This is an optimization exercise on Yosys and OpenROAD, whose aim is small area, not a production implementation.
Function was checked by simulation only, so behaviour that the tests miss may differ from the original.
Power figures rest on the tool's default switching activity, not on a simulated workload.

## flow/flow/run.sh

```bash
#!/bin/bash
# Standard ORFS layout with two changes: ABC maps the logic with an area script
# (flow/area.abc), and the port buffers use the smallest buffer cell.
# Each tool's output goes to a log file in this folder.
set -euo pipefail
here=$(pwd)
# the standard synthesis script, with abc's -script replaced
cat > "$here/synth_area.tcl" <<EOF
proc abc {args} {
    set i [lsearch -exact \$args -script]
    if {\$i >= 0} {
        lset args [expr {\$i + 1}] {$here/flow/area.abc}
    }
    yosys abc {*}\$args
}
source {$here/synth_recipe.tcl}
EOF
export BUFFER_PORTS_ARGS="-buffer_cell sky130_fd_sc_hd__buf_1"
bash standard.sh "SYNTH_SCRIPT=$here/synth_area.tcl" synth > synth.log 2>&1
bash standard.sh "BUFFER_PORTS_ARGS=$BUFFER_PORTS_ARGS" finish > layout.log 2>&1
```

## flow/flow/area.abc

```
strash
dch
amap
topo
```

## flow/standard.sh

```bash
#!/bin/bash
# synth_recipe.tcl (not shown) runs the flow's synth.tcl, then flattens the netlist and writes it again
# the make line also repeats each setting of config.mk as NAME=value (left out here)
make -C /OpenROAD-flow-scripts/flow DESIGN_CONFIG=/design/flow/config.mk WORK_HOME=/design/flow/orfs CLKGATE_MAP_FILE= SYNTH_SCRIPT=/design/flow/synth_recipe.tcl "${@:-finish}"
```

## flow/config.mk

```make
export PLATFORM = sky130hd
export DESIGN_NAME = processor
export DESIGN_NICKNAME = processor
export VERILOG_FILES = /design/flow/design.v
export SDC_FILE = /design/flow/constraint.sdc
export NUM_CORES = 4
export LEC_CHECK = 0
export CAP_MARGIN = 20
export CORE_MARGIN = 2
export CORE_UTILIZATION = 60
export PLACE_DENSITY = 0.7
export SLEW_MARGIN = 20
```

## flow/constraint.sdc

```tcl
create_clock -name core_clock -period 10.0 [get_ports {clock}]
set_input_delay 2.0000 -clock core_clock [delete_from_list [all_inputs] [get_ports {clock}]]
set_output_delay 2.0000 -clock core_clock [all_outputs]
set_load 0.01 [all_outputs]
```

## flow/design.v

```verilog
`default_nettype none
package cpu_pkg;
    localparam int WORD_W = 32;
    localparam int REG_W  = 5;
    localparam int OP_W   = 5;
    typedef logic [WORD_W-1:0] word_t;     
    typedef logic [WORD_W-1:0] insn_t;
    typedef logic [REG_W-1:0]  reg_idx_t;
    typedef logic [OP_W-1:0]   opcode_t;
    typedef logic [OP_W-1:0]   alu_op_t;
    typedef enum logic [1:0] {FWD_RF, FWD_MEM, FWD_WB} fwd_sel_t;
    localparam opcode_t OP_RTYPE = 5'd0;
    localparam opcode_t OP_J     = 5'd1;
    localparam opcode_t OP_BNE   = 5'd2;
    localparam opcode_t OP_JAL   = 5'd3;
    localparam opcode_t OP_JR    = 5'd4;
    localparam opcode_t OP_ADDI  = 5'd5;
    localparam opcode_t OP_BLT   = 5'd6;
    localparam opcode_t OP_SW    = 5'd7;
    localparam opcode_t OP_LW    = 5'd8;
    localparam alu_op_t ALU_ADD = 5'd0;
    localparam alu_op_t ALU_SUB = 5'd1;
    localparam alu_op_t ALU_AND = 5'd2;
    localparam alu_op_t ALU_OR  = 5'd3;
    localparam alu_op_t ALU_SLL = 5'd4;
    localparam alu_op_t ALU_SRA = 5'd5;
    localparam int OPC_HI   = 31;
    localparam int OPC_LO   = 27;
    localparam int RD_HI    = 26;
    localparam int RD_LO    = 22;
    localparam int RS_HI    = 21;
    localparam int RS_LO    = 17;
    localparam int RT_HI    = 16;
    localparam int RT_LO    = 12;
    localparam int SHAMT_HI = 11;
    localparam int SHAMT_LO = 7;
    localparam int FUNC_HI  = 6;
    localparam int FUNC_LO  = 2;
    localparam int IMM_HI   = 16;    
    localparam int IMM_LO   = 0;
    localparam int TGT_HI   = 26;    
    localparam int TGT_LO   = 0;
    localparam reg_idx_t LINK_REG = 5'd31;    
    localparam insn_t    NOP_INSN = '0;       
endpackage
`default_nettype wire
`timescale 1ns/1ns
`default_nettype none
module processor (
    input  logic        clock,
    input  logic        rst_n,
    output logic [31:0] address_imem,
    input  logic [31:0] q_imem,
    output logic [31:0] address_dmem,
    output logic [31:0] data,
    output logic        wren,
    input  logic [31:0] q_dmem,
    output logic        ctrl_writeEnable,
    output logic [4:0]  ctrl_writeReg,
    output logic [4:0]  ctrl_readRegA,
    output logic [4:0]  ctrl_readRegB,
    output logic [31:0] data_writeReg,
    input  logic [31:0] data_readRegA,
    input  logic [31:0] data_readRegB
);
    localparam logic [2:0] S_F = 3'd0, S_E1 = 3'd1, S_E2 = 3'd2, S_M = 3'd3, S_P = 3'd4,
                           S_R1 = 3'd5, S_R2 = 3'd6, S_R3 = 3'd7;
    logic [31:0] pc;      
    logic [31:0] x;       
    logic [31:0] y;       
    logic [4:0]  ra;      
    logic [2:0]  st;
    logic        we_r;
    logic        wren_r;
    logic        taken_r;
    logic [4:0]  op, rd, rs, rt, sh, fn;
    assign op = q_imem[31:27];
    assign rd = q_imem[26:22];
    assign rs = q_imem[21:17];
    assign rt = q_imem[16:12];
    assign sh = q_imem[11:7];
    assign fn = q_imem[6:2];
    logic is_r, is_j, is_bne, is_jal, is_jr, is_addi, is_blt, is_sw, is_lw;
    assign is_r    = (op == 5'd0);
    assign is_j    = (op == 5'd1);
    assign is_bne  = (op == 5'd2);
    assign is_jal  = (op == 5'd3);
    assign is_jr   = (op == 5'd4);
    assign is_addi = (op == 5'd5);
    assign is_blt  = (op == 5'd6);
    assign is_sw   = (op == 5'd7);
    assign is_lw   = (op == 5'd8);
    logic in_p, in_m, in_r4;
    assign in_p  = (st == S_P);
    assign in_m  = (st == S_M);
    assign in_r4 = (st == S_R1) || (st == S_R2) || (st == S_R3);
    logic is_sub, is_cmp, to_tgt;
    assign is_sub = is_r && (fn == 5'd1);
    assign is_cmp = is_sub || is_bne || is_blt;       
    assign to_tgt = is_j || is_jal;
    logic use_pc, use_y, use_port, use_nport, use_imm, use_tgt, cin;
    always_comb begin
        if (!rst_n) begin
            use_pc    = 1'b0;
            use_y     = 1'b0;
            use_port  = 1'b0;
            use_nport = 1'b0;
            use_imm   = 1'b0;
            use_tgt   = 1'b0;
            cin       = 1'b0;
        end else if (in_p) begin
            use_pc    = !(to_tgt || is_jr);
            use_y     = is_jr;
            use_port  = 1'b0;
            use_nport = 1'b0;
            use_imm   = taken_r;
            use_tgt   = to_tgt;
            cin       = !(to_tgt || is_jr);
        end else begin
            use_pc    = is_jal;
            use_y     = !is_jal;
            use_port  = is_r && !is_sub;
            use_nport = is_cmp;
            use_imm   = !is_jal && !is_r && !is_bne && !is_blt;
            use_tgt   = 1'b0;
            cin       = is_jal || is_cmp;
        end
    end
    logic [31:0] immx;    
    assign immx = {{5{use_tgt ? q_imem[26] : q_imem[16]}},
                   use_tgt ? q_imem[26:17] : {10{q_imem[16]}}, q_imem[16:0]};
    logic [31:0] port;
    assign port = data_readRegA;
    logic [31:0] op1, op2;
    assign op1 = ({32{use_pc}} & pc) | ({32{use_y}} & y);
    assign op2 = ({32{use_port}} & port) | ({32{use_nport}} & ~port)
               | ({32{use_imm || use_tgt}} & immx);
    logic [31:0] pp, gg, sum;
    logic [32:0] cc;
    logic [7:0]  grp_g, grp_p;
    logic [8:0]  grp_c;
    assign pp = op1 ^ op2;
    assign gg = op1 & op2;
    always_comb begin
        for (int k = 0; k < 8; k++) begin
            grp_g[k] = gg[4*k+3] | (pp[4*k+3] & (gg[4*k+2] | (pp[4*k+2] & (gg[4*k+1] | (pp[4*k+1] & gg[4*k])))));
            grp_p[k] = &pp[4*k +: 4];
        end
        grp_c[0] = cin;
        for (int k = 0; k < 8; k++) grp_c[k+1] = grp_g[k] | (grp_p[k] & grp_c[k]);
        for (int k = 0; k < 8; k++) begin
            cc[4*k] = grp_c[k];
            for (int j = 0; j < 3; j++) cc[4*k+j+1] = gg[4*k+j] | (pp[4*k+j] & cc[4*k+j]);
        end
        cc[32] = grp_c[8];
    end
    assign sum = pp ^ cc[31:0];
    logic eq, lt, taken;
    assign eq    = &pp;                                      
    assign lt    = (y[31] ^ port[31]) ? y[31] : sum[31];     
    assign taken = (is_bne && !eq) || (is_blt && !lt && !eq);
    logic        is_sll, is_sra, is_shift;
    logic [4:0]  rot;
    logic [31:0] rotl, sh_out;
    logic [3:0]  low_ok;      
    logic [7:0]  nib_ok;      
    logic        fill;
    assign is_sll   = is_r && (fn == 5'd4);
    assign is_sra   = is_r && (fn == 5'd5);
    assign is_shift = is_sll || is_sra;
    assign rot      = is_sra ? (5'd0 - sh) : sh;
    assign fill     = is_sra && y[31];
    always_comb begin
        logic [63:0] dbl;
        dbl  = {y, y} << rot[1:0];
        rotl = dbl[63:32];
        for (int i = 0; i < 4; i++) low_ok[i] = (2'(i) >= rot[1:0]);
        for (int n = 0; n < 8; n++) nib_ok[n] = (n + int'(rot[4:2])) < 8;
        for (int i = 0; i < 32; i++) begin
            logic keep;
            keep = nib_ok[i/4] && (i >= 4 || low_ok[i]);
            if (is_sra) keep = !keep || (sh == 5'd0);
            sh_out[i] = keep ? rotl[i] : fill;
        end
    end
    logic en_sum, en_and, en_or;
    assign en_sum = !is_r || (fn == 5'd0) || is_sub;
    assign en_and = is_r && (fn == 5'd2);
    assign en_or  = is_r && (fn == 5'd3);
    logic [31:0] alu;
    assign alu = ({32{en_sum}} & sum) | ({32{en_and}} & y & port) | ({32{en_or}} & (y | port))
               | ({32{is_shift}} & sh_out);
    logic writes;
    assign writes = (is_r || is_addi || is_lw || is_jal) && ((rd != 5'd0) || is_jal);
    logic [2:0] after_e2, after_r16;
    always_comb begin
        case (rot[3:2])
            2'd0:    after_r16 = S_P;
            2'd1:    after_r16 = S_R1;
            2'd2:    after_r16 = S_R2;
            default: after_r16 = S_R3;
        endcase
        if (is_lw || (is_shift && rot[4])) after_e2 = S_M;
        else if (is_shift)                after_e2 = after_r16;
        else                              after_e2 = S_P;
    end
    always_ff @(posedge clock) begin
        if (in_m) x <= is_lw ? q_dmem : {x[15:0], x[31:16]};
        else if (in_r4) x <= {x[27:0], x[31:28]};
        else x <= alu;
        y <= port;
        case (st)
            S_F:     ra <= rs;
            S_E1:    ra <= is_r ? rt : rd;
            default: ra <= is_jal ? 5'd31 : rd;
        endcase
        taken_r <= taken;
    end
    always_ff @(posedge clock) begin
        if (!rst_n || in_p) begin
            pc <= sum;
        end
    end
    always_ff @(posedge clock) begin
        if (!rst_n) begin
            st     <= S_F;
            we_r   <= 1'b0;
            wren_r <= 1'b0;
        end else begin
            we_r   <= 1'b0;
            wren_r <= 1'b0;
            case (st)
                S_F:  st <= S_E1;
                S_E1: st <= S_E2;
                S_E2: begin
                    st     <= after_e2;
                    we_r   <= writes && (after_e2 == S_P);
                    wren_r <= is_sw;
                end
                S_M: begin
                    st   <= is_lw ? S_P : after_r16;
                    we_r <= writes && (is_lw || after_r16 == S_P);
                end
                S_R3: st <= S_R2;
                S_R2: st <= S_R1;
                S_R1: begin
                    st   <= S_P;
                    we_r <= writes;
                end
                default: st <= S_F;
            endcase
        end
    end
    assign address_imem     = pc;
    assign address_dmem     = x;
    assign data             = y;
    assign wren             = wren_r;
    assign ctrl_writeEnable = we_r;
    assign ctrl_writeReg    = ra;
    assign data_writeReg    = x;
    assign ctrl_readRegA    = ra;
    assign ctrl_readRegB    = ra;
endmodule
`default_nettype wire
```

==> summary.txt, run 1 <==
Status - no timing/DRC/antenna violations
Crit-path slowest cell - nor3_1
H-Tree Depth - 3
First-pass GRT wire length - 45200 um
Synth cell types - 41
Initial antenna violation count - 0
Met3 Usage GRT - 9.31%
Clock-pin slew on the worst setup and hold paths - 80 ps
Cell count after synthesis - 962
Post-Route WL - 29600 um
Area grow syn2layout - 16.7%
Pre-antenna DRT Iters - 6
CP startpoint kind - primary input
# resized after CTS - 0
Worst path top cell family by delay - compound AO/OA/AOI/OAI gates
Layout net count - 1386
Via count - 9163
DRC errors left - 0
Yosys warnings - 29
Clock root buffer - clkbuf_16
Critical path required time - 10230 ps
Post-layout min period - 8960 ps
Clock Sinks - 107
Register area share after synthesis - 31.4%
Number of global-route vias before repair - 8184
Simple-gate portion of the synthesized area - 10.2%
Die span in y - 118 um
GR met1 Demand/Resource - 55.3%
Core Region - 0.0127 mm^2
Die width - 118 um
DP Worst Slack - 806 ps
GRT busiest layer - met2
FMAX - 112 MHz
CTS tree - yes
Post-synth net total - 1151
DR WL/cell - 21.6 um
Critical Path Sink Type - register
Worst Hold Depth - 2
Critical path class - in -> reg
Worst R2R Path Depth - 26
Crit Reg-Reg Endpoint - x[31]$_DFF_P_
Synth top area share - 19.1%
Critical path arrival - 9190 ps
Power Density - 185 mW/mm^2
Slew headroom - 33.0%
Layout cells sized above 1 - 3.91%
Clock latency on the worst-skew pair - 360 ps
Largest stage delay on the critical path - 680 ps
Xor/xnor cell area share of the yosys netlist - 0%
Critical path startpoint - q_imem[29]
Final hold violations - 0
MaxCap Viol Count - 0
CP Max Fanout - 22
Met2 Use GR - 63.7%
Worst Tran Pin Value - 999 ps
Worst Path Buf+Inv - 7
Yosys reg bits - 107
ANT cells - 0
# rows - 41
Setup Skew - 7.96 ps
Worst ir drop on vdd - 0.000135 V
Gpl congestion - 0.992
Complex-gate fraction of the synthesized area - 36.0%
Setup TNS - 0 ps
Post-Synth Adder-Cell Area - 11.7%
PortBufs - 242
DR vias/cell - 6.67
Static Leak - 3.33 nW
Total Die Area - 0.0140 mm^2
Largest net degree at the start of global routing - 55
Post-route setup slack - 1040 ps
R2R Path Start - st[0]$_SDFF_PN0_
Starting density of the core - 61.7%
Setup Viol. Count Final - 0
HP Start - x[29]$_DFF_P_
Hold WS - 531 ps
Mux share of post-synthesis cell area - 0%
Largest family of logic cells by synthesized area - compound AO/OA/AOI/OAI gates
Hold Path End - x[1]$_DFF_P_
Cell accounting for the most synthesized area - dfxtp_1
Antenna-violating nets left - 0
Ports - 275
Mean area per synthesized cell - 8.16 um^2
RSZ-0062 raised after global routing - false
Period utilization - 89.6%
Synth area leaders - dfxtp_1 19%, edfxtp_1 12%, o22ai_1 8.9%, clkinv_1 6.7%, fa_1 6.1%
Overall global routing resource usage - 40.9%
Total CTS buffers - 9
CTS Buffer Depth - 2
Slew Limit Fails - 0
Hold Buf Count CTS - 0
Post-DP HPWL - 22100 um
GR Overflow Total - 0
Post-Syn Area - 0.00785 mm^2
R2r setup slk - 2390 ps
Hold Path Class - reg -> reg
Drt initial violations - 1189
Overall power - 0.00169 W
Post-CTS setup buffers - 0
==> cell usage after synthesis, drive strengths merged <==
| cell type | count |
|---|---|
| o22a | 5 |
| o21ai | 95 |
| a221o | 2 |
| o211ai | 4 |
| o22ai | 112 |
| o21bai | 3 |
| a21o | 6 |
| a31oi | 5 |
| o311a | 1 |
| ha | 35 |
| a41oi | 1 |
| and3 | 1 |
| a32o | 2 |
| or3 | 5 |
| a311oi | 12 |
| nand2 | 51 |
| o311ai | 3 |
| dfxtp | 75 |
| a22oi | 48 |
| nand4 | 7 |
| a211oi | 3 |
| o221a | 7 |
| edfxtp | 32 |
| nor4b | 1 |
| nand2b | 1 |
| a32oi | 12 |
| o221ai | 33 |
| nor4 | 9 |
| a2111oi | 3 |
| nor3 | 14 |
| fa | 24 |
| o2111a | 4 |
| o31ai | 1 |
| or2 | 6 |
| o32ai | 1 |
| a221oi | 6 |
| a21oi | 58 |
| nor2 | 84 |
| nand3 | 7 |
| buf | 42 |
| clkinv | 141 |
==> layout by cell type, fill, tap and decap left out, types with 5 or more instances in the layout <==
master,instances
a22oi_1,48
a32oi_1,12
nand3_1,7
a221oi_1,6
nor3_1,13
a21oi_1,57
nand4_1,7
a21o_1,6
clkbuf_16,9
nor4_1,6
buf_4,24
ha_1,35
o22ai_1,112
edfxtp_1,32
dfxtp_1,75
o22a_1,5
nor2_1,83
clkinv_1,141
nand2_1,51
o21ai_0,94
or2_0,6
fa_1,24
o221a_1,7
buf_1,242
a31oi_1,5
a311oi_1,12
o221ai_1,33
or3_1,5
==> tightest hold or removal path, stage by stage (launching register included) <==
cell	delay (ps)
dfxtp_1	350
nand2_1	70
a31oi_1	70
==> report_power, final <==
group / internal [W] / switching (W)
Sequential: 0.000556 / 0.0000988
Clock: 0.000178 / 0.000171
Combinational: 0.000253 / 0.000434
==> logic make-up after synthesis <==
family | count (synthesis)
buffers and inverters | 183
adders and majority gates | 59
DFF | 107
and+or+nand+nor | 186
AOI/OAI and AO/OA | 427
==> state kept, by name, indices dropped and copies added, names as in the netlist <==
| register | cells |
|---|---|
| st | 3 |
| ra | 5 |
| x | 32 |
| pc | 32 |
| taken_r | 1 |
| y | 32 |
| wren_r | 1 |
| we_r | 1 |
==> area by class of cell <==
class / instances / area (um^2)
inverters: 141 / 529
well taps: 172 / 215
clock inverters: 6 / 46.3
repair buffers: 266 / 1090
multi-input cells: 672 / 4580
flip-flops and latches: 107 / 2460
clock buffers: 10 / 239
fillers: 1121 / 3560
==> worst max-delay path by stage <==
| stage | slack, ps | cells after the start | end |
|---|---|---|---|
| after floorplan | 1110 | 27 | taken_r$_DFF_P_ |
| after global placement | 880 | 28 | x[31]$_DFF_P_ |
| after detailed placement | 810 | 28 | x[31]$_DFF_P_ |
| after CTS | 1130 | 28 | x[31]$_DFF_P_ |
| after global routing | 590 | 29 | taken_r$_DFF_P_ |
| final | 1040 | 29 | x[31]$_DFF_P_ |
==> metrics by stage <==
step | area [um^2] | util [%] | cells
final | 9160 | 72.0 | 1374
after global routing | 9160 | 72.0 | 1374
after CTS | 9160 | 72.0 | 1374
after detailed placement | 8870 | 69.8 | 1358
after global placement | 8870 | 69.8 | 1358
after floorplan | 7850 | - | 962
==> routing by layer <==
metal,vias to the layer above,routed length [um]
met5,-,0
met4,0,1290
met3,110,3590
met2,690,13300
met1,4225,11400
li1,4138,-
==> run 2: changes to the inputs <==
==> flow/flow/run.sh (replaced) <==
#!/bin/bash
# Standard ORFS layout, except that the port buffers use the smallest buffer cell.
set -euo pipefail
export BUFFER_PORTS_ARGS="-buffer_cell sky130_fd_sc_hd__buf_1"
bash standard.sh "BUFFER_PORTS_ARGS=$BUFFER_PORTS_ARGS" finish > layout.log 2>&1
removed: flow/flow/area.abc
==> run 2 against run 1 <==
Still clean. Count of clock-buffer cells in the layout increased by 1. Sequential share of layout area decreased by 1.6 points. Power decreased by 14%. Register-to-register slack improved by 640 ps. Non-clock buffer count decreased by 5. Global-route usage about the same. Die area increased by 11%. Sequential cell count unchanged. Fmax increased by 11%. Worst hold slack improved by 64 ps. Setup slack improved by 870 ps.
==> summary.txt, run 2 <==
Status - no timing/DRC/antenna violations
Starting density of the core - 60.8%
DP Worst Slack - 1700 ps
Critical path class - in -> reg
Crit Reg-Reg Endpoint - x[31]$_DFF_P_
Psw - 0.000568 W
Most frequent cell after synthesis - dfxtp_1
Critical path arrival - 8400 ps
Largest stage delay on the critical path - 910 ps
HP Start - x[26]$_DFF_P_
RSZ-0062 raised after global routing - false
Post-synth net total - 1125
Worst path top cell family by delay - compound AO/OA/AOI/OAI gates
FMAX - 124 MHz
Hold Path Class - reg -> reg
Post-layout min period - 8100 ps
Hold Path End - x[30]$_DFF_P_
Initial antenna violation count - 1
Die width - 125 um
CTS tree - yes
Register area share after synthesis - 28.1%
# resized after CTS - 0
Critical path required time - 10300 ps
Hold Buf Count CTS - 0
Switch share - 38.9%
Post-Syn Area - 0.00877 mm^2
Antenna-violating nets left - 0
Post-CTS setup buffers - 0
Post-synth top cells - 75 x dfxtp_1, 60 x nand2_1, 58 x clkbuf_1, 52 x a21oi_1, 51 x mux2i_1
Setup Skew - 17.5 ps
GR Overflow Total - 0
Cell Chain, Critical Path - buf_1, nor4_1, nand3_1, a21o_1, buf_4, nor2_1, a221o_1, ha_1, a21o_1, a21o_1, a21oi_1, o21bai_1, a221o_1, a221oi_1, o21ai_1, fa_1, fa_1, fa_1, xnor3_1, nand2b_4, a21oi_2
Crit-path slowest cell - nor4_1
Overall global routing resource usage - 41.0%
Worst Path Buf+Inv - 2
Drt initial violations - 1222
Total Die Area - 0.0156 mm^2
Ports - 275
Finished Core Util - 67.6%
Static Leak - 3.89 nW
Setup Viol. Count Final - 0
Pre-antenna DRT Iters - 5
Slew Limit Fails - 0
Clock Sinks - 107
Gpl congestion - 0.955
CP startpoint kind - primary input
Clock-pin slew on the worst setup and hold paths - 80 ps
Core Region - 0.0144 mm^2
Total CTS buffers - 9
Clock root buffer - clkbuf_16
Post-synth EDFFs - 32
Layout net count - 1278
Worst R2R Path Depth - 21
Reg power frac - 41.4%
First-pass GRT wire length - 48800 um
Critical Path Sink Type - register
CTS Buffer Depth - 2
Main synth FF type - dfxtp_1
Yosys reg bits - 107
# rows - 44
DR vias/cell - 7.02
Clk network pwr share - 24.7%
Die span in y - 125 um
Post-route setup slack - 1900 ps
Commonest cells after routing, fill and taps aside - 240 x buf_1, 75 x dfxtp_1, 60 x nand2_1
Worst Hold Depth - 2
Cell accounting for the most synthesized area - dfxtp_1
Via count - 8971
Clock latency on the worst-skew pair - 370 ps
R2r setup slk - 3030 ps
Area grow syn2layout - 11.2%
Hold WS - 595 ps
Final hold violations - 0
Post-DP HPWL - 24600 um
PortBufs - 242
DR WL/cell - 25.6 um
Number of global-route vias before repair - 7996
Synth area leaders - dfxtp_1 17%, edfxtp_1 11%, mux2i_1 5.8%, fa_1 5.5%, ha_1 5.0%
CP Max Fanout - 18
Mean area per synthesized cell - 9.37 um^2
Commonest non-fill, non-tap cell in the layout - buf_1
Comb power frac - 33.9%
Yosys warnings - 29
Layout cells sized above 1 - 8.78%
Biggest regs - pc (32), x (32), y (32)
ANT cells - 0
R2R Path Start - st[0]$_SDFF_PN0_
Cell count after synthesis - 936
Synth top area share - 17.1%
Worst ir drop on vdd - 0.0000871 V
Non-Filler Instances - 1278
Worst Tran Pin Value - 1060 ps
Placed cells - 1262
Setup TNS - 0 ps
MaxCap Viol Count - 0
Largest net degree at the start of global routing - 40
H-Tree Depth - 3
Synth cell types - 80
DRC errors left - 0
Slew headroom - 28.9%
Async SR Flop Fraction - 0%
Power Density - 150 mW/mm^2
Period utilization - 81.0%
Pint - 0.000892 W
Post-Route WL - 32800 um
run 2: cell count changes after synthesis, sizes merged, moves of 46 or more:
cell    before  now
clkbuf       0   58
clkinv     141    1
o21ai       95   39
mux2i        0   52
o22ai      112   27
nor2        84   38
run 2: logic make-up (layout without fill, tap and decap cells):
logic type | Yosys count | after routing | synth area share (%)
AO/OA/AOI/OAI | 333 | 333 | 27.9
XOR/XNOR | 12 | 12 | 1.36
adder cells (fa/ha/maj) | 59 | 59 | 10.5
buffers and inverters | 135 | 293 | 7.99
flip-flops | 107 | 107 | 28.1
multiplexers | 89 | 89 | 11.9
AND/OR/NAND/NOR | 201 | 201 | 12.3
run 2: worst reg2reg max path, cell delays in order (launching register included):
cell and delay [ps]:
dfxtp_1 430, or3b_1 600, nand2_1 160, buf_4 320
a21o_1 610, buf_4 360, nor2_1 70, a221o_1 310
ha_1 300, a21o_1 180, a21o_1 160, a21oi_1 200
o21bai_1 90, a221o_1 410, a221oi_1 320, o21ai_1 180
fa_1 470, fa_1 470, fa_1 510, xnor3_1 440
nand2b_4 180, a21oi_2 130
run 2: worst max-delay path by stage:
| stage | startpoint | end | slack (ps) | cells after the start |
|---|---|---|---|---|
| finish | q_imem[5] | x[31]$_DFF_P_ | 1900 | 21 |
| floorplan | rst_n | x[31]$_DFF_P_ | 2420 | 19 |
| CTS | q_imem[5] | x[31]$_DFF_P_ | 2020 | 21 |
| detailed placement | q_imem[5] | x[31]$_DFF_P_ | 1700 | 21 |
| global route | q_imem[5] | x[31]$_DFF_P_ | 1630 | 21 |
| global placement | q_imem[5] | x[31]$_DFF_P_ | 1720 | 21 |
run 2: final cells by class:
type	count	area, um^2
multi-input cells	694	5650
fillers	1247	4680
flip-flops and latches	107	2460
repair buffers	261	1050
clock buffers	11	243
well taps	184	230
inverters	16	60.1
clock inverters	5	46.3
run 2: power by group through the flow:
| stage | clock network [W] | registers, W | logic [W] |
|---|---|---|---|
| after floorplan | 0 | 0.000604 | 0.000326 |
| after global placement | 0 | 0.000610 | 0.000478 |
| after detailed placement | 0 | 0.000612 | 0.000479 |
| after CTS | 0.000363 | 0.000602 | 0.000484 |
| after global routing | 0.000379 | 0.000609 | 0.000530 |
| final | 0.000361 | 0.000604 | 0.000495 |
run 2: routing by layer:
metal | up-vias | part of all wire [%] | GRT usage [%]
met3 | 97 | 12 | 8.63
li1 | 3942 | - | -
met2 | 662 | 43 | 60.9
met1 | 4268 | 40 | 57.4
met5 | - | 0.040 | 0
met4 | 2 | 4.7 | 18.8
run 2: metrics by stage:
stage,power (W),instance area (um^2)
finish,0.00146,9750
global route,0.00152,9750
CTS,0.00145,9750
detailed placement,0.00109,9460
global placement,0.00109,9460
floorplan,0.000930,8770
==> run 3: changes to the inputs <==
--- a/flow/config.mk
+++ b/flow/config.mk
@@ -9,4 +9,5 @@
 export CORE_MARGIN = 2
-export CORE_UTILIZATION = 60
-export PLACE_DENSITY = 0.7
+export CORE_UTILIZATION = 75
+export CTS_BUF_LIST = sky130_fd_sc_hd__clkbuf_8
+export PLACE_DENSITY = 0.85
 export SLEW_MARGIN = 20
==> run 3 against run 2 <==
Routed wire length down 2.8%. Fmax down 0.82%. Via count up 5.4%. Final cell count down 3.4%. Die area down 19%. Synthesized area unchanged. Clock power down 24%. Sequential cell count unchanged. Sequential share of layout area up 0.42 points. Still clean on timing, DRC and antenna. Worst hold slack better by 11 ps.
==> summary.txt, run 3 <==
Yosys warnings - 29
Mean area per synthesized cell - 9.37 um^2
DR WL/cell - 25.8 um
Status - no timing/DRC/antenna violations
Commonest cells after routing, fill and taps aside - 241 x buf_1, 75 x dfxtp_1, 60 x nand2_1
Hold Path Class - reg -> reg
Layout cells sized above 1 - 8.61%
Largest net degree at the start of global routing - 40
Register area share after synthesis - 28.1%
DR vias/cell - 7.66
H-Tree Depth - 3
Post-CTS setup buffers - 0
Synth cell types - 80
Worst Hold Depth - 2
Slew headroom - 23.2%
DRC errors left - 0
ANT cells - 0
Layout net count - 1276
# rows - 39
RSZ-0062 raised after global routing - false
Main synth FF type - dfxtp_1
Slew Limit Fails - 0
Post-DP HPWL - 23600 um
Setup Skew - 15.3 ps
Async SR Flop Fraction - 0%
Finished Core Util - 84.0%
Starting density of the core - 76.8%
Static Leak - 3.83 nW
Worst ir drop on vdd - 0.000149 V
Critical path arrival - 8520 ps
Clock root buffer - clkbuf_8
CP Max Fanout - 31
Total Die Area - 0.0126 mm^2
Critical Path Sink Type - register
Clock Sinks - 107
Setup Viol. Count Final - 0
Die width - 112 um
Most frequent cell after synthesis - dfxtp_1
Core Region - 0.0114 mm^2
Met3 WL - 5180 um
Pre-antenna DRT Iters - 7
Post-synth net total - 1125
HP Start - x[25]$_DFF_P_
Post-synth EDFFs - 32
Via count - 9454
CP startpoint kind - primary input
Post-Syn Area - 0.00877 mm^2
Synth top area share - 17.1%
Gpl congestion - 1.06
Number of global-route vias before repair - 8471
Hold Buf Count CTS - 0
Period utilization - 81.6%
FMAX - 123 MHz
Initial antenna violation count - 0
Total CTS buffers - 9
Synth area leaders - dfxtp_1 17%, edfxtp_1 11%, mux2i_1 5.8%, fa_1 5.5%, ha_1 5.0%
Clock-pin slew on the worst setup and hold paths - 120 ps
Worst Tran Pin Value - 1150 ps
CTS Buffer Depth - 2
Top Layer Used - met4
Yosys reg bits - 107
Ports - 275
Worst R2R Path Depth - 19
Post-synth top cells - 75 x dfxtp_1, 60 x nand2_1, 58 x clkbuf_1, 52 x a21oi_1, 51 x mux2i_1
Clock latency on the worst-skew pair - 410 ps
Final hold violations - 0
Wire length on met2 - 13800 um
Biggest regs - pc (32), x (32), y (32)
Crit Reg-Reg Endpoint - x[31]$_DFF_P_
Cell accounting for the most synthesized area - dfxtp_1
Area grow syn2layout - 9.35%
MaxCap Viol Count - 0
Critical path class - in -> reg
Hold Path End - x[29]$_DFF_P_
PortBufs - 242
R2R Path Start - st[2]$_SDFF_PN0_
Post-Route WL - 31800 um
Power Density - 144 mW/mm^2
Die span in y - 112 um
# resized after CTS - 0
Drt initial violations - 1713
CTS tree - yes
Antenna-violating nets left - 0
Commonest non-fill, non-tap cell in the layout - buf_1
GR Overflow Total - 0
Critical path required time - 10360 ps
First-pass GRT wire length - 48000 um
Post-layout min period - 8160 ps
R2r setup slk - 2600 ps
Cell count after synthesis - 936
Met1 WL - 10800 um
Overall global routing resource usage - 49.2%
Setup TNS - 0 ps
## run 3: cell type report
type | instances | area (um^2)
fillers | 756 | 1830
repair buffers | 259 | 1040
inverters | 16 | 60.1
multi-input cells | 694 | 5650
well taps | 143 | 179
clock buffers | 9 | 124
clock inverters | 7 | 72.6
flip-flops and latches | 107 | 2460
## run 3: how the worst max path moves through the flow
stage,startpoint,endpoint,cells past startpoint
after global routing,rst_n,x[31]$_DFF_P_,20
after CTS,rst_n,x[31]$_DFF_P_,20
after global placement,rst_n,x[31]$_DFF_P_,20
final,rst_n,x[31]$_DFF_P_,20
after floorplan,rst_n,x[31]$_DFF_P_,19
after detailed placement,rst_n,x[31]$_DFF_P_,20
## run 3: per-stage QoR
step                worst slack (ps)  total power [W]  cells  hold WS (ps)  area, um^2
floorplan                       2420         0.000930    936           560        8770
global placement                1690          0.00107   1219           583        9390
detailed placement              1580          0.00108   1219           586        9390
CTS                             1950          0.00135   1235           599        9590
global route                    1580          0.00142   1235           651        9590
finish                          1840          0.00138   1235           606        9590
## run 3: logic make-up (layout without fill, tap and decap cells)
logic type	after synthesis	after routing	synth area share (%)
multiplexers	89	89	11.9
XOR/XNOR	12	12	1.36
AND/OR/NAND/NOR	201	201	12.3
buffers and inverters	135	291	7.99
flip-flops	107	107	28.1
adder cells (fa/ha/maj)	59	59	10.5
AO/OA/AOI/OAI	333	333	27.9
## run 3: report_power, final
group / total, W / switching (W) / internal (W) / leakage (nW)
Clock: 0.000274 / 0.000176 / 0.0000976 / 0.100
Combinational: 0.000506 / 0.000313 / 0.000194 / 2.78
Sequential: 0.000599 / 0.0000805 / 0.000519 / 0.951
## run 3: routing by layer
metal	up-vias	GRT usage, %
met1	4350	64.0
met4	0	25.5
li1	3940	-
met3	185	14.4
met2	979	74.8
met5	-	0
## run 3: worst max-delay path: stages
cell      delay, ps
buf_1            80
buf_4           190
nand2_1         710
a21o_1          930
nor2_1           70
a221o_1         340
ha_1            320
a21o_1          190
a21o_1          170
a21oi_1         260
o21ai_0         130
a221o_1         390
a221oi_1        300
o21ai_1         170
fa_1            470
fa_1            480
fa_1            520
xnor3_1         440
nand2b_4        190
a21oi_2         170
==> run 4: changes to the inputs <==
--- a/flow/design.v
+++ b/flow/design.v
@@ -163,3 +163,3 @@
     logic [4:0]  rot;
-    logic [31:0] rotl, sh_out;
+    logic [31:0] rotl, keepv, fillv;
     logic [3:0]  low_ok;      
@@ -182,3 +182,4 @@
             if (is_sra) keep = !keep || (sh == 5'd0);
-            sh_out[i] = keep ? rotl[i] : fill;
+            keepv[i] = keep && is_shift;
+            fillv[i] = !keep && is_shift && fill;
         end
@@ -191,3 +192,3 @@
     assign alu = ({32{en_sum}} & sum) | ({32{en_and}} & y & port) | ({32{en_or}} & (y | port))
-               | ({32{is_shift}} & sh_out);
+               | (keepv & rotl) | fillv;
     logic writes;
@@ -207,5 +208,4 @@
     always_ff @(posedge clock) begin
-        if (in_m) x <= is_lw ? q_dmem : {x[15:0], x[31:16]};
-        else if (in_r4) x <= {x[27:0], x[31:28]};
-        else x <= alu;
+        x <= ({32{in_m && is_lw}} & q_dmem) | ({32{in_m && !is_lw}} & {x[15:0], x[31:16]})
+           | ({32{in_r4}} & {x[27:0], x[31:28]}) | ({32{!in_m && !in_r4}} & alu);
         y <= port;
==> flow/flow/run.sh (replaced) <==
#!/bin/bash
# Standard ORFS layout with two changes: ABC maps the logic with an area script
# (flow/area.abc), and the port buffers use the smallest buffer cell.
# Each tool's output goes to a log file in this folder.
set -euo pipefail
here=$(pwd)
# the standard synthesis script, with abc's -script replaced
cat > "$here/synth_area.tcl" <<EOF
proc abc {args} {
    set i [lsearch -exact \$args -script]
    if {\$i >= 0} {
        lset args [expr {\$i + 1}] {$here/flow/area.abc}
    }
    yosys abc {*}\$args
}
source {$here/synth_recipe.tcl}
EOF
export BUFFER_PORTS_ARGS="-buffer_cell sky130_fd_sc_hd__buf_1"
bash standard.sh "SYNTH_SCRIPT=$here/synth_area.tcl" synth > synth.log 2>&1
bash standard.sh "BUFFER_PORTS_ARGS=$BUFFER_PORTS_ARGS" finish > layout.log 2>&1
==> flow/flow/area.abc (new file) <==
strash
dch
amap
topo
==> run 4 against run 3 <==
Clock skew barely moved. Fmax fell by 14%. Die area shrank 11%. Largest cell class unchanged.
==> summary.txt, run 4 <==
Simple-gate portion of the synthesized area - 15.3%
DR vias/cell - 7.12
MaxCap Viol Count - 0
Worst Hold Depth - 2
Initial antenna violation count - 2
R2r setup slk - 1920 ps
Yosys reg bits - 107
Synth cell types - 43
PortBufs - 242
CP startpoint kind - primary input
CTS Buffer Depth - 2
H-Tree Depth - 3
Xor/xnor cell area share of the yosys netlist - 0%
Complex-gate fraction of the synthesized area - 30.2%
Commonest cells after routing, fill and taps aside - 242 x buf_1, 147 x clkinv_1, 96 x nor2_1
Worst Tran Pin Value - 1030 ps
Biggest regs - pc (32), x (32), y (32)
Async SR Flop Fraction - 0%
# resized after CTS - 0
Main synth FF type - dfxtp_1
Layout fillers - 581
Total Die Area - 0.0112 mm^2
Ports - 275
Mux share of post-synthesis cell area - 0%
Yosys warnings - 29
Slew headroom - 30.7%
Clock latency on the worst-skew pair - 420 ps
Placed Area - 0.00872 mm^2
Via count - 9515
Static Leak - 3.23 nW
Mean area per synthesized cell - 8.07 um^2
Post-DP HPWL - 20700 um
Total CTS buffers - 9
Core Region - 0.0102 mm^2
Critical Path Sink Type - register
Area grow syn2layout - 15.0%
Power Density - 176 mW/mm^2
Post-Route WL - 28400 um
Synth top area share - 19.3%
Most frequent cell after synthesis - clkinv_1
Drt initial violations - 1830
Post-synth top cells - 147 x clkinv_1, 97 x nor2_1, 84 x nand2_1, 83 x o21ai_0
# rows - 37
Critical path arrival - 9830 ps
Setup TNS - 0 ps
Cell accounting for the most synthesized area - dfxtp_1
HP Start - x[20]$_DFF_P_
Starting density of the core - 76.2%
Final hold violations - 0
Largest family of logic cells by synthesized area - compound AO/OA/AOI/OAI gates
R2R Path Start - st[0]$_SDFF_PN0_
Setup Viol. Count Final - 0
Hold Path Class - reg -> reg
Clock-pin slew on the worst setup and hold paths - 110 ps
Reg area - 0.00246 mm^2
Post-synth net total - 1150
Setup Skew - 15.5 ps
Synth area leaders - dfxtp_1 19%, edfxtp_1 12%, clkinv_1 7.1%, fa_1 6.2%, o22ai_1 6.0%
Post-CTS setup buffers - 0
GR Overflow Total - 0
Critical path required time - 10280 ps
Pre-antenna DRT Iters - 14
Number of global-route vias before repair - 8887
Hold Buf Count CTS - 0
Post-Synth Adder-Cell Area - 11.7%
Commonest non-fill, non-tap cell in the layout - buf_1
Layout net count - 1384
Register area share after synthesis - 31.7%
First-pass GRT wire length - 44300 um
CP Max Fanout - 15
RSZ-0062 raised after global routing - false
Hold Path End - x[4]$_DFF_P_
Worst ir drop on vdd - 0.000167 V
Multi-input logic area - 0.00445 mm^2
Largest net degree at the start of global routing - 37
Antenna-violating nets left - 0
FMAX - 105 MHz
DR WL/cell - 21.3 um
Period utilization - 95.4%
Slew Limit Fails - 0
Overall global routing resource usage - 50.6%
Final Instance Area - 0.00892 mm^2
Critical path class - in -> reg
Clock Sinks - 107
Clock root buffer - clkbuf_8
Worst R2R Path Depth - 24
Layout cells sized above 1 - 3.58%
Cell count after synthesis - 962
Post-Syn Area - 0.00776 mm^2
Post-synth EDFFs - 32
Post-layout min period - 9540 ps
Crit Reg-Reg Endpoint - x[31]$_DFF_P_
Status - no timing/DRC/antenna violations
Die width - 106 um
DRC errors left - 0
Die span in y - 106 um
ANT cells - 0
Gpl congestion - 1.10
CTS tree - yes
## run 4: changes by cell type after synthesis, moves of 30 or more
cell / before / now
o22ai_1: 27 / 75
a22o_1: 31 / 1
o21ai_0: 30 / 83
clkinv_1: 1 / 147
nor2_1: 38 / 97
and3_1: 31 / 1
mux2i_1: 51 / 0
clkbuf_1: 58 / 0
## run 4: through the flow
stage / setup WS (ps) / hold slack [ps] / instances / total power (W) / util (%)
3_5_place_dp: 500 / 459 / 1321 / 0.00125 / 85.6
3_3_place_gp: 558 / 454 / 1321 / 0.00123 / 85.6
5_1_grt: 122 / 518 / 1337 / 0.00164 / 87.6
6_report: 456 / 482 / 1337 / 0.00157 / 87.6
4_1_cts: 821 / 475 / 1337 / 0.00154 / 87.6
2_1_floorplan: 985 / 486 / 962 / 0.00107 / -
## run 4: cell families (layout without fill, tap and decap cells)
family | after synthesis | count (layout)
flip-flops | 107 | 107
AND/OR/NAND/NOR | 268 | 268
AO/OA/AOI/OAI | 340 | 340
buffers and inverters | 189 | 428
adder cells (fa/ha/maj) | 58 | 58
## run 4: layout make-up
type | count | area share [%]
Clock inverter | 7 | 0.939
Multi-Input combinational cell | 666 | 49.9
Clock buffer | 9 | 1.39
Sequential cell | 107 | 27.6
Timing Repair Buffer | 265 | 12.1
Tap cell | 136 | 1.91
Inverter | 147 | 6.18
## run 4: power by group
group	leakage [nW]	switching (W)	internal, W
Sequential	0.949	0.0000935	0.000553
Combinational	2.18	0.000415	0.000217
Clock	0.102	0.000172	0.000120
## run 4: how the worst max path moves through the flow
| stage | endpoint | slack, ps | start | depth (start not counted) |
|---|---|---|---|---|
| floorplan | x[27]$_DFF_P_ | 980 | q_imem[28] | 26 |
| global placement | x[31]$_DFF_P_ | 560 | q_imem[27] | 26 |
| detailed placement | x[31]$_DFF_P_ | 500 | q_imem[27] | 26 |
| CTS | x[31]$_DFF_P_ | 820 | q_imem[27] | 26 |
| global route | x[31]$_DFF_P_ | 120 | q_imem[27] | 26 |
| finish | x[31]$_DFF_P_ | 460 | q_imem[27] | 26 |
## run 4: critical path, cell delays in order
cell,delay [ps]
buf_1,140
or3_1,420
nor2_1,430
buf_4,220
a21oi_1,60
nor2_1,730
clkinv_1,740
nand2_1,360
clkinv_1,100
o221ai_1,370
a221oi_1,200
o221ai_1,370
a211oi_1,180
o221ai_1,470
clkinv_1,160
o221ai_1,330
clkinv_1,130
o221ai_1,290
fa_1,290
fa_1,190
clkinv_1,90
fa_1,440
nand2_1,70
o21ai_0,150
a2111oi_0,710
o2111ai_1,180
## run 4: per-layer routing
layer  track usage (%)  wire [um]
met5                 0         17
met2              75.3      12000
met3              18.8       4730
met4              36.5       2500
met1              60.1       9220
==> run 5: changes to the inputs <==
==> flow/flow/area.abc (replaced) <==
strash
&get -n
&st
&dch -f
&nf -R 1000
&put
topo
==> run 5 against run 4 <==
Critical endpoint is now x[27]$_DFF_P_. Fmax is 8.6% higher. Combinational power is 120% higher. Synthesized cell count is 1.6% lower. Worst hold slack better by 3.3 ps. First-iteration DRC count is 12% lower.
==> summary.txt, run 5 <==
Status - no timing/DRC/antenna violations
Hold Buf Count CTS - 0
Clock root buffer - clkbuf_8
GR Overflow Total - 0
Via count - 9324
Die width - 106 um
Mean area per synthesized cell - 8.27 um^2
Post-Route WL - 28100 um
Setup Skew - 21.3 ps
Yosys reg bits - 107
DRC errors left - 0
Total CTS buffers - 9
Total Die Area - 0.0113 mm^2
Cell count after synthesis - 947
Worst ir drop on vdd - 0.000180 V
Area grow syn2layout - 14.3%
Drt initial violations - 1613
Critical Path Sink Type - register
Post-synth EDFFs - 32
Main synth FF type - dfxtp_1
Yosys warnings - 29
DR WL/cell - 21.3 um
Post-CTS setup buffers - 0
Commonest cells after routing, fill and taps aside - 241 x buf_1, 183 x nand2_1, 104 x o21ai_0
Static Leak - 3.57 nW
Worst path top cell family by delay - compound AO/OA/AOI/OAI gates
Antenna-violating nets left - 0
Pre-antenna DRT Iters - 10
Final hold violations - 0
Post-DP HPWL - 20700 um
Crit-path slowest cell - fa_1
Most frequent cell after synthesis - nand2_1
Overall global routing resource usage - 48.7%
# rows - 37
CP Max Fanout - 10
Layout cells sized above 1 - 3.72%
Critical path class - in -> reg
Commonest non-fill, non-tap cell in the layout - buf_1
Post-synth top cells - 183 x nand2_1, 106 x o21ai_0, 75 x a21oi_1, 75 x dfxtp_1, 67 x nor2_1
Gpl congestion - 1.05
Largest stage delay on the critical path - 510 ps
Worst Path Buf+Inv - 1
Slew Limit Fails - 0
Largest net degree at the start of global routing - 40
First-pass GRT wire length - 42600 um
Synth top area share - 19.2%
Worst Tran Pin Value - 1190 ps
Post-layout min period - 8790 ps
Finished Core Util - 87.5%
Clock Sinks - 107
Core Region - 0.0102 mm^2
CTS Buffer Depth - 2
MaxCap Viol Count - 0
CTS tree - yes
Initial antenna violation count - 1
CP startpoint kind - primary input
Layout fillers - 566
DR vias/cell - 7.06
Clock-pin slew on the worst setup and hold paths - 120 ps
Setup TNS - 0 ps
Async SR Flop Fraction - 0%
Power Density - 271 mW/mm^2
Period utilization - 87.9%
Post-Syn Area - 0.00783 mm^2
Register area share after synthesis - 31.4%
Critical path arrival - 9090 ps
Critical path required time - 10300 ps
Die span in y - 106 um
Layout net count - 1366
Starting density of the core - 76.5%
RSZ-0062 raised after global routing - false
Synth cell types - 51
Post-synth net total - 1135
H-Tree Depth - 3
Hold Path Class - reg -> reg
PortBufs - 242
FMAX - 114 MHz
Ports - 275
Setup Viol. Count Final - 0
# resized after CTS - 0
Cell accounting for the most synthesized area - dfxtp_1
Biggest regs - pc (32), x (32), y (32)
Clock latency on the worst-skew pair - 410 ps
Slew headroom - 20.8%
Number of global-route vias before repair - 8157
Synth area leaders - dfxtp_1 19%, edfxtp_1 12%, nand2_1 8.8%, o21ai_0 6.8%, fa_1 6.1%
run 5: cell types whose count changed in the layout (fill, tap and decap cells not counted), moves of 12 or more:
cell	previous run	this run
o221ai_1	23	0
mux2i_1	0	30
a221oi_1	21	3
nand3_1	27	41
a21oi_1	41	75
o21ai_0	83	104
a32oi_1	1	28
nor2_1	96	65
o22ai_1	74	1
nand2_1	84	183
a22o_1	1	37
clkinv_1	147	20
a221o_1	13	1
run 5: per-stage QoR:
step	total power [W]	hold slack (ps)	setup WS (ps)	instances	cell area [um^2]
after global placement	0.00206	453	1250	1303	8770
after detailed placement	0.00211	468	1070	1303	8770
final	0.00242	485	1210	1320	8950
after global routing	0.00255	504	907	1319	8950
after CTS	0.00237	483	1480	1319	8950
after floorplan	0.00171	487	1870	947	7830
run 5: final timing paths:
| kind | start | endpoint | slack (ps) | cells after the start |
|---|---|---|---|---|
| setup / recovery | q_imem[31] | x[27]$_DFF_P_ | 1210 | 27 |
| hold / removal | x[18]$_DFF_P_ | x[2]$_DFF_P_ | 490 | 2 |
| setup reg to reg | st[0]$_SDFF_PN0_ | x[27]$_DFF_P_ | 2320 | 30 |
| hold reg to reg | x[18]$_DFF_P_ | x[2]$_DFF_P_ | 490 | 2 |
run 5: layout make-up:
type	instances	area (um^2)	area share, %
timing repair buffer	262	1060	11.8
clock inverter	7	55.1	0.615
sequential	107	2460	27.5
multi-input combinational	778	5000	55.9
antenna	1	2.50	0.0280
tap	136	170	1.90
inverter	20	75.1	0.839
clock buffer	9	124	1.38
run 5: worst reg2reg max path: cells and delay by family (launching register included):
family	cells	cell delay (ps)
and+or+nand+nor	8	1020
buffers and inverters	3	970
adders and majority gates	4	1750
xor gates and xnor gates	1	190
AOI/OAI and AO/OA	14	3250
DFF	1	400
run 5: per-layer routing:
layer / vias up / track usage, % / share of wire [%]
met5: - / 0 / 0
met4: 0 / 30.5 / 7.1
met3: 213 / 12.4 / 15
met2: 935 / 74.7 / 43
met1: 4178 / 61.4 / 34
li1: 3998 / - / -
run 5: kinds of logic after synthesis:
kind of cell,Yosys count,share of synthesized area (%)
simple gates,354,19.5
compound gates,315,26.0
flops,107,31.4
buf+inv,62,4.99
fa+ha+maj,58,11.6
mux,38,4.99
xor+xnor,13,1.45
run 5: power breakdown:
group          total, W  internal, W  switching (W)
registers      0.000802     0.000661       0.000141
logic           0.00136     0.000494       0.000861
clock network  0.000265    0.0000952       0.000170
total           0.00242      0.00125        0.00117
==> run 6: changes to the inputs <==
--- a/flow/design.v
+++ b/flow/design.v
@@ -225,26 +225,12 @@
         if (!rst_n) begin
-            st     <= S_F;
-            we_r   <= 1'b0;
-            wren_r <= 1'b0;
+            st <= S_F;
         end else begin
-            we_r   <= 1'b0;
-            wren_r <= 1'b0;
             case (st)
-                S_F:  st <= S_E1;
-                S_E1: st <= S_E2;
-                S_E2: begin
-                    st     <= after_e2;
-                    we_r   <= writes && (after_e2 == S_P);
-                    wren_r <= is_sw;
-                end
-                S_M: begin
-                    st   <= is_lw ? S_P : after_r16;
-                    we_r <= writes && (is_lw || after_r16 == S_P);
-                end
-                S_R3: st <= S_R2;
-                S_R2: st <= S_R1;
-                S_R1: begin
-                    st   <= S_P;
-                    we_r <= writes;
-                end
+                S_F:     st <= S_E1;
+                S_E1:    st <= S_E2;
+                S_E2:    st <= after_e2;
+                S_M:     st <= is_lw ? S_P : after_r16;
+                S_R3:    st <= S_R2;
+                S_R2:    st <= S_R1;
+                S_R1:    st <= S_P;
                 default: st <= S_F;
@@ -252,2 +238,6 @@
         end
+    end
+    always_ff @(posedge clock) begin
+        we_r   <= writes;
+        wren_r <= is_sw;
     end
@@ -256,4 +246,4 @@
     assign data             = y;
-    assign wren             = wren_r;
-    assign ctrl_writeEnable = we_r;
+    assign wren             = wren_r && in_p;
+    assign ctrl_writeEnable = we_r && in_p;
     assign ctrl_writeReg    = ra;
--- a/flow/config.mk
+++ b/flow/config.mk
@@ -7,7 +7,7 @@
 export LEC_CHECK = 0
-export CAP_MARGIN = 20
+export CAP_MARGIN = 0
 export CORE_MARGIN = 2
-export CORE_UTILIZATION = 75
+export CORE_UTILIZATION = 70
 export CTS_BUF_LIST = sky130_fd_sc_hd__clkbuf_8
-export PLACE_DENSITY = 0.85
-export SLEW_MARGIN = 20
+export PLACE_DENSITY = 0.8
+export SLEW_MARGIN = 0
==> run 6 against run 5 <==
Largest cell class unchanged. Clock skew decreased by 11 ps. Sequential cell count stayed put. Die area is 5.7% higher. Clock power fell by 3%. Synthesized area shrank 1.1%. Global-route usage is 0.17 points lower. Synthesized cell count decreased by 4.6%. Utilization is 5.4 points lower.
==> summary.txt, run 6 <==
Status - no timing/DRC/antenna violations
First-pass GRT wire length - 43600 um
Crit-path slowest cell - nor3_1
Static Leak - 3.54 nW
Synth top area share - 19.4%
Top Layer Used - met4
Reg area - 0.00246 mm^2
Layout fillers - 740
Power Density - 178 mW/mm^2
Total CTS buffers - 9
FMAX - 115 MHz
Post-synth net total - 1091
Die width - 109 um
# resized after CTS - 0
Clock root buffer - clkbuf_8
Met3 WL - 4490 um
Worst Hold Depth - 2
CP Max Fanout - 12
ANT cells - 0
Via count - 9154
Number of global-route vias before repair - 8201
Gpl congestion - 1.01
DR vias/cell - 7.16
Wire length on met2 - 12700 um
Worst Tran Pin Value - 1300 ps
Critical Path Sink Type - register
Hold Path End - x[18]$_DFF_P_
H-Tree Depth - 3
Synth cell types - 47
Total Die Area - 0.0119 mm^2
Hold WS - 563 ps
Initial antenna violation count - 0
Post-Syn Area - 0.00774 mm^2
GR Overflow Total - 0
Starting density of the core - 71.7%
Mean area per synthesized cell - 8.57 um^2
Main synth FF type - dfxtp_1
Period utilization - 86.9%
R2R Path Start - st[1]$_SDFF_PN0_
Overall global routing resource usage - 48.5%
PortBufs - 242
Commonest non-fill, non-tap cell in the layout - buf_1
Clock latency on the worst-skew pair - 400 ps
Post-Route WL - 28800 um
Post-route setup slack - 1310 ps
Multi-input logic area - 0.00492 mm^2
Core Region - 0.0108 mm^2
Die span in y - 109 um
Post-synth EDFFs - 32
CTS Buffer Depth - 2
DP Worst Slack - 1110 ps
Hold Path Class - reg -> reg
Ports - 275
Cell accounting for the most synthesized area - dfxtp_1
Synth area leaders - dfxtp_1 19%, edfxtp_1 12%, nand2_1 8.8%, o21ai_0 6.3%, fa_1 6.2%
Largest net degree at the start of global routing - 50
Async SR Flop Fraction - 0%
Setup Viol. Count Final - 0
HP Start - x[2]$_DFF_P_
Clock-pin slew on the worst setup and hold paths - 110 ps
Commonest cells after routing, fill and taps aside - 241 x buf_1, 181 x nand2_1, 96 x o21ai_0
Critical path required time - 10290 ps
Critical path class - in -> reg
Setup Skew - 9.94 ps
Clock Sinks - 107
Post-synth top cells - 181 x nand2_1, 97 x o21ai_0, 75 x dfxtp_1, 43 x nor2_1, 42 x buf_4
Slew headroom - 13.4%
Post-DP HPWL - 21400 um
Hold Buf Count CTS - 0
Setup TNS - 0 ps
Yosys reg bits - 107
DRC errors left - 0
Cell count after synthesis - 903
Drt initial violations - 1475
Met1 WL - 9680 um
Yosys warnings - 29
Register area share after synthesis - 31.8%
Largest stage delay on the critical path - 720 ps
CP startpoint kind - primary input
Layout net count - 1322
Crit Reg-Reg Endpoint - x[27]$_DFF_P_
Crit-path most repeated cell - nand2_1
RSZ-0062 raised after global routing - false
Worst ir drop on vdd - 0.000182 V
Biggest regs - pc (32), x (32), y (32)
Post-CTS setup buffers - 0
R2r setup slk - 2670 ps
Pre-antenna DRT Iters - 10
Most frequent cell after synthesis - nand2_1
Worst R2R Path Depth - 25
Critical path arrival - 8990 ps
Slew Limit Fails - 0
# rows - 38
Final hold violations - 0
Area grow syn2layout - 14.5%
CTS tree - yes
DR WL/cell - 22.6 um
Antenna-violating nets left - 0
Layout cells sized above 1 - 3.87%
MaxCap Viol Count - 0
Post-layout min period - 8690 ps
run 6: cell types whose count changed in the layout (fill, tap and decap cells not counted), moves of 4 or more:
cell,change
o211ai_1,+8
a222oi_1,+16
a22o_1,-6
a211o_1,+4
o21ai_0,-8
nand3_1,-7
a21oi_1,-36
nor2_1,-23
nor2b_1,+4
o31ai_1,+5
a211oi_1,+12
mux2i_1,-5
a22oi_1,-6
a21o_1,+4
run 6: report_power, final:
group	switching [W]	total [W]	leakage (nW)	internal (W)
logic	0.000432	0.000653	2.50	0.000222
registers	0.000104	0.000664	0.948	0.000560
clock network	0.000165	0.000257	0.0927	0.0000929
run 6: routing by layer:
layer / up-vias / track usage (%)
met2: 889 / 73.6
met3: 192 / 13.9
met4: 0 / 31.2
met1: 4181 / 60.3
li1: 3892 / -
met5: - / 0
run 6: area by class of cell:
type,count,share of cell area [%]
clock inverter,6,0.522
sequential,107,27.8
multi-input combinational,734,55.5
timing repair buffer,262,12.0
inverter,20,0.847
tap,140,1.98
clock buffer,9,1.40
run 6: cells by family after synthesis:
| group | share of synthesized area [%] |
|---|---|
| flip-flops | 31.8 |
| AO/OA/AOI/OAI | 27.2 |
| XOR/XNOR | 1.24 |
| AND/OR/NAND/NOR | 18.4 |
| adder cells (fa/ha/maj) | 11.7 |
| multiplexers | 4.54 |
| buffers and inverters | 5.04 |
run 6: worst max-delay path by stage:
stage,start,end,slack [ps],cells past startpoint
2_1_floorplan,q_imem[30],x[27]$_DFF_P_,1830,25
3_3_place_gp,q_imem[30],x[31]$_DFF_P_,1310,30
3_5_place_dp,q_imem[30],x[27]$_DFF_P_,1110,27
4_1_cts,q_imem[30],x[27]$_DFF_P_,1500,27
5_1_grt,q_imem[30],x[31]$_DFF_P_,840,30
6_report,q_imem[30],x[31]$_DFF_P_,1310,30
run 6: critical path, delay by kind of cell:
kind / cells / cell delay [ps]
compound gates: 11 / 2810
simple gates: 11 / 2250
fa+ha+maj: 4 / 1250
buf+inv: 3 / 480
xor+xnor: 1 / 170
run 6: per-stage QoR:
| step | instances | cell area (um^2) | utilization (%) | power, W |
|---|---|---|---|---|
| 2_1_floorplan | 903 | 7740 | - | 0.00108 |
| 3_3_place_gp | 1263 | 8690 | 80.6 | 0.00126 |
| 3_5_place_dp | 1263 | 8690 | 80.6 | 0.00128 |
| 4_1_cts | 1278 | 8860 | 82.1 | 0.00154 |
| 5_1_grt | 1278 | 8860 | 82.1 | 0.00165 |
| 6_report | 1278 | 8860 | 82.1 | 0.00157 |
==> run 7: changes to the inputs <==
==> flow/flow/run.sh (replaced) <==
#!/bin/bash
# Standard ORFS layout with three changes: ABC maps the logic with flow/area.abc,
# the port buffers use the smallest buffer cell, and clock tree synthesis adds
# no dummy loads. Each tool's output goes to a log file in this folder.
set -euo pipefail
here=$(pwd)
# the standard synthesis script, with abc's -script replaced
cat > "$here/synth_area.tcl" <<EOF
proc abc {args} {
    set i [lsearch -exact \$args -script]
    if {\$i >= 0} {
        lset args [expr {\$i + 1}] {$here/flow/area.abc}
    }
    yosys abc {*}\$args
}
source {$here/synth_recipe.tcl}
EOF
export BUFFER_PORTS_ARGS="-buffer_cell sky130_fd_sc_hd__buf_1"
export CTS_ARGS="-sink_clustering_enable -repair_clock_nets -buf_list sky130_fd_sc_hd__clkbuf_8 -dont_use_dummy_load"
bash standard.sh "SYNTH_SCRIPT=$here/synth_area.tcl" synth > synth.log 2>&1
bash standard.sh "BUFFER_PORTS_ARGS=$BUFFER_PORTS_ARGS" "CTS_ARGS=$CTS_ARGS" finish > layout.log 2>&1
==> flow/flow/area.abc (replaced) <==
strash
&get -n
&st
&dch -f
&nf -R 1000
&put
strash
&get -n
&st
&dch -f
&nf -R 1000
&put
topo
==> run 7 against run 6 <==
Still clean on timing, DRC and antenna. Via count is 0.21% higher. Final cell count is 0.86% higher. Clock power decreased by 13%. Global-route usage is 0.23 points higher.
==> summary.txt, run 7 <==
CP startpoint kind - primary input
CTS tree - yes
DR WL/cell - 22.6 um
Synth area leaders - dfxtp_1 19%, edfxtp_1 12%, nand2_1 7.9%, o21ai_0 6.6%, fa_1 6.2%
Placed cells - 1280
Main synth FF type - dfxtp_1
Clock root buffer - clkbuf_8
Critical path class - in -> reg
Die width - 109 um
H-Tree Depth - 3
Drt initial violations - 1725
Gpl congestion - 1.06
Post-Syn Area - 0.00772 mm^2
Commonest non-fill, non-tap cell in the layout - buf_1
Clock-pin slew on the worst setup and hold paths - 120 ps
Period utilization - 96.5%
Non-Filler Instances - 1289
Critical path required time - 10280 ps
CTS Buffer Depth - 2
Slew headroom - 19.3%
Clock latency on the worst-skew pair - 400 ps
Final hold violations - 0
Layout cells sized above 1 - 4.00%
FMAX - 104 MHz
Post-layout min period - 9650 ps
Ports - 275
Hold Path Class - reg -> reg
DRC errors left - 0
ANT cells - 0
Initial antenna violation count - 1
Layout net count - 1339
# resized after CTS - 0
Wire length on met2 - 13200 um
Setup Skew - 32.9 ps
Top Layer Used - met5
Worst Tran Pin Value - 1210 ps
Starting density of the core - 71.5%
Core Region - 0.0108 mm^2
Met1 WL - 10000 um
Power Density - 173 mW/mm^2
GR Overflow Total - 0
Most frequent cell after synthesis - nand2_1
Total Die Area - 0.0119 mm^2
Cell accounting for the most synthesized area - dfxtp_1
PortBufs - 242
# rows - 38
First-pass GRT wire length - 43600 um
MaxCap Viol Count - 0
Post-Route WL - 29200 um
Post-synth top cells - 162 x nand2_1, 101 x o21ai_0, 75 x dfxtp_1, 64 x a21oi_1, 61 x nor2_1
Via count - 9173
Overall power - 0.00153 W
Async SR Flop Fraction - 0%
Yosys reg bits - 107
Met3 WL - 4080 um
Mean area per synthesized cell - 8.45 um^2
Number of global-route vias before repair - 7936
Layout fillers - 755
RSZ-0062 raised after global routing - false
Status - no timing/DRC/antenna violations
Yosys warnings - 29
CP Max Fanout - 19
Biggest regs - pc (32), x (32), y (32)
Setup TNS - 0 ps
Critical path arrival - 9930 ps
Clock Sinks - 107
Register area share after synthesis - 31.9%
Critical Path Sink Type - register
Static Leak - 3.57 nW
Area grow syn2layout - 14.8%
Overall global routing resource usage - 48.7%
Antenna-violating nets left - 0
Cell count after synthesis - 913
Synth cell types - 52
Commonest cells after routing, fill and taps aside - 241 x buf_1, 162 x nand2_1, 100 x o21ai_0
Slew Limit Fails - 0
Total CTS buffers - 9
DR vias/cell - 7.12
Reg area - 0.00246 mm^2
Hold Buf Count CTS - 0
Post-DP HPWL - 21800 um
Worst ir drop on vdd - 0.000187 V
Die span in y - 109 um
Setup Viol. Count Final - 0
Synth top area share - 19.5%
Post-synth EDFFs - 32
Post-CTS setup buffers - 0
Multi-input logic area - 0.00491 mm^2
Largest net degree at the start of global routing - 39
Pre-antenna DRT Iters - 9
Post-synth net total - 1101
[run 7: report_power, final]
| group | leakage, nW | switching (W) | internal (W) | total (W) |
|---|---|---|---|---|
| Clock | 0.0647 | 0.000143 | 0.0000814 | 0.000224 |
| Sequential | 0.948 | 0.000111 | 0.000560 | 0.000671 |
| Combinational | 2.55 | 0.000417 | 0.000222 | 0.000639 |
| Total | 3.57 | 0.000670 | 0.000863 | 0.00153 |
[run 7: worst max-delay path, stage by stage]
cell and delay, ps:
buf_1 110, or3_1 400, nor3b_1 470, a21oi_1 290, nor2_1 210, buf_4 280, nor2_1 70, a21oi_1 120
a21o_1 120, ha_1 250, a21oi_1 160, nor2_1 50, a211oi_1 200, o21ai_0 270, a221o_1 480, a211oi_1 520
o21ai_0 400, a2111oi_0 530, buf_4 190, o21ai_0 260, fa_1 530, fa_1 460, fa_1 460, xor2_1 200
a32oi_1 180, nand2_1 110, nor3_1 470, o21ai_0 130
[run 7: layout make-up]
class / instances / area share (%)
tap: 140 / 1.98
multi-input combinational: 744 / 55.4
inverter: 20 / 0.847
sequential: 107 / 27.8
clock buffer: 9 / 1.40
timing repair buffer: 269 / 12.6
[run 7: metal layers]
| layer | track usage [%] | up-vias |
|---|---|---|
| li1 | - | 3917 |
| met1 | 62.1 | 4203 |
| met2 | 74.3 | 866 |
| met3 | 13.5 | 185 |
| met4 | 28.1 | 2 |
| met5 | 0 | - |
[run 7: cell families after synthesis]
| group | count (synthesis) | share of synthesized area (%) |
|---|---|---|
| simple gates | 345 | 20.0 |
| compound gates | 297 | 25.6 |
| xor+xnor | 11 | 1.25 |
| fa+ha+maj | 58 | 11.7 |
| buf+inv | 62 | 5.06 |
| mux | 33 | 4.48 |
| flops | 107 | 31.9 |
[run 7: path summary, 6_finish.rpt]
kind / end / depth (start not counted) / slack [ps] / from
worst max register to register: x[27]$_DFF_P_ / 27 / 1920 / st[1]$_SDFF_PN0_
worst min register to register: x[5]$_DFF_P_ / 2 / 550 / x[21]$_DFF_P_
worst min-delay path: x[5]$_DFF_P_ / 2 / 550 / x[21]$_DFF_P_
worst max-delay path: x[27]$_DFF_P_ / 28 / 350 / q_imem[5]
[run 7: stage by stage]
stage	hold slack, ps	util (%)	instance area [um^2]	setup WS [ps]
2_1_floorplan	556	-	7720	1020
3_3_place_gp	531	80.9	8740	514
3_5_place_dp	537	80.9	8740	298
4_1_cts	543	82.1	8860	700
5_1_grt	580	82.1	8860	7.58
6_report	549	82.1	8860	346

static timing again, ports no longer ideal:
How much do the figures lean on ideal ports? The routed layouts below were timed once more, with nothing changed but the port constraints.
Step 1: set_driving_cell puts a clkbuf_16 on clock and a buf_2 on each other input, an assumption about the parent block.
Step 2 adds t to the input delays and takes it off the output delays; t is the mean of the earliest and latest rising clock arrival at the registers after step 1. Input paths then give back, and output paths get back, about the clock's delay inside the block.
a / b / c = ideal / step 1 / step 2; a / b = the first two.
run	t, ns	setup WS [ns]	clock arrival spread, ns	slew at the worst register clock pin (ns)
run 1	0.403	1.036 / 1.059 / 0.656	0.008 / 0.008	0.08 / 0.08
run 2	0.403	1.904 / 1.928 / 1.525	0.017 / 0.017	0.08 / 0.08
run 3	0.443	1.837 / 1.845 / 1.402	0.015 / 0.016	0.12 / 0.12
run 4	0.454	0.456 / 0.466 / 0.012	0.016 / 0.016	0.12 / 0.12
run 5	0.431	1.215 / 1.232 / 0.801	0.022 / 0.021	0.12 / 0.12
run 6	0.435	1.307 / 1.328 / 0.893	0.010 / 0.010	0.11 / 0.11
run 7	0.425	0.346 / 0.359 / -0.066	0.033 / 0.033	0.12 / 0.12
With both steps, setup timing fails in run 7, where it was met with ideal ports. For run 4, which loses most, drivers alone change the setup slack by +0.010 ns; drivers and shift together by -0.444 ns.
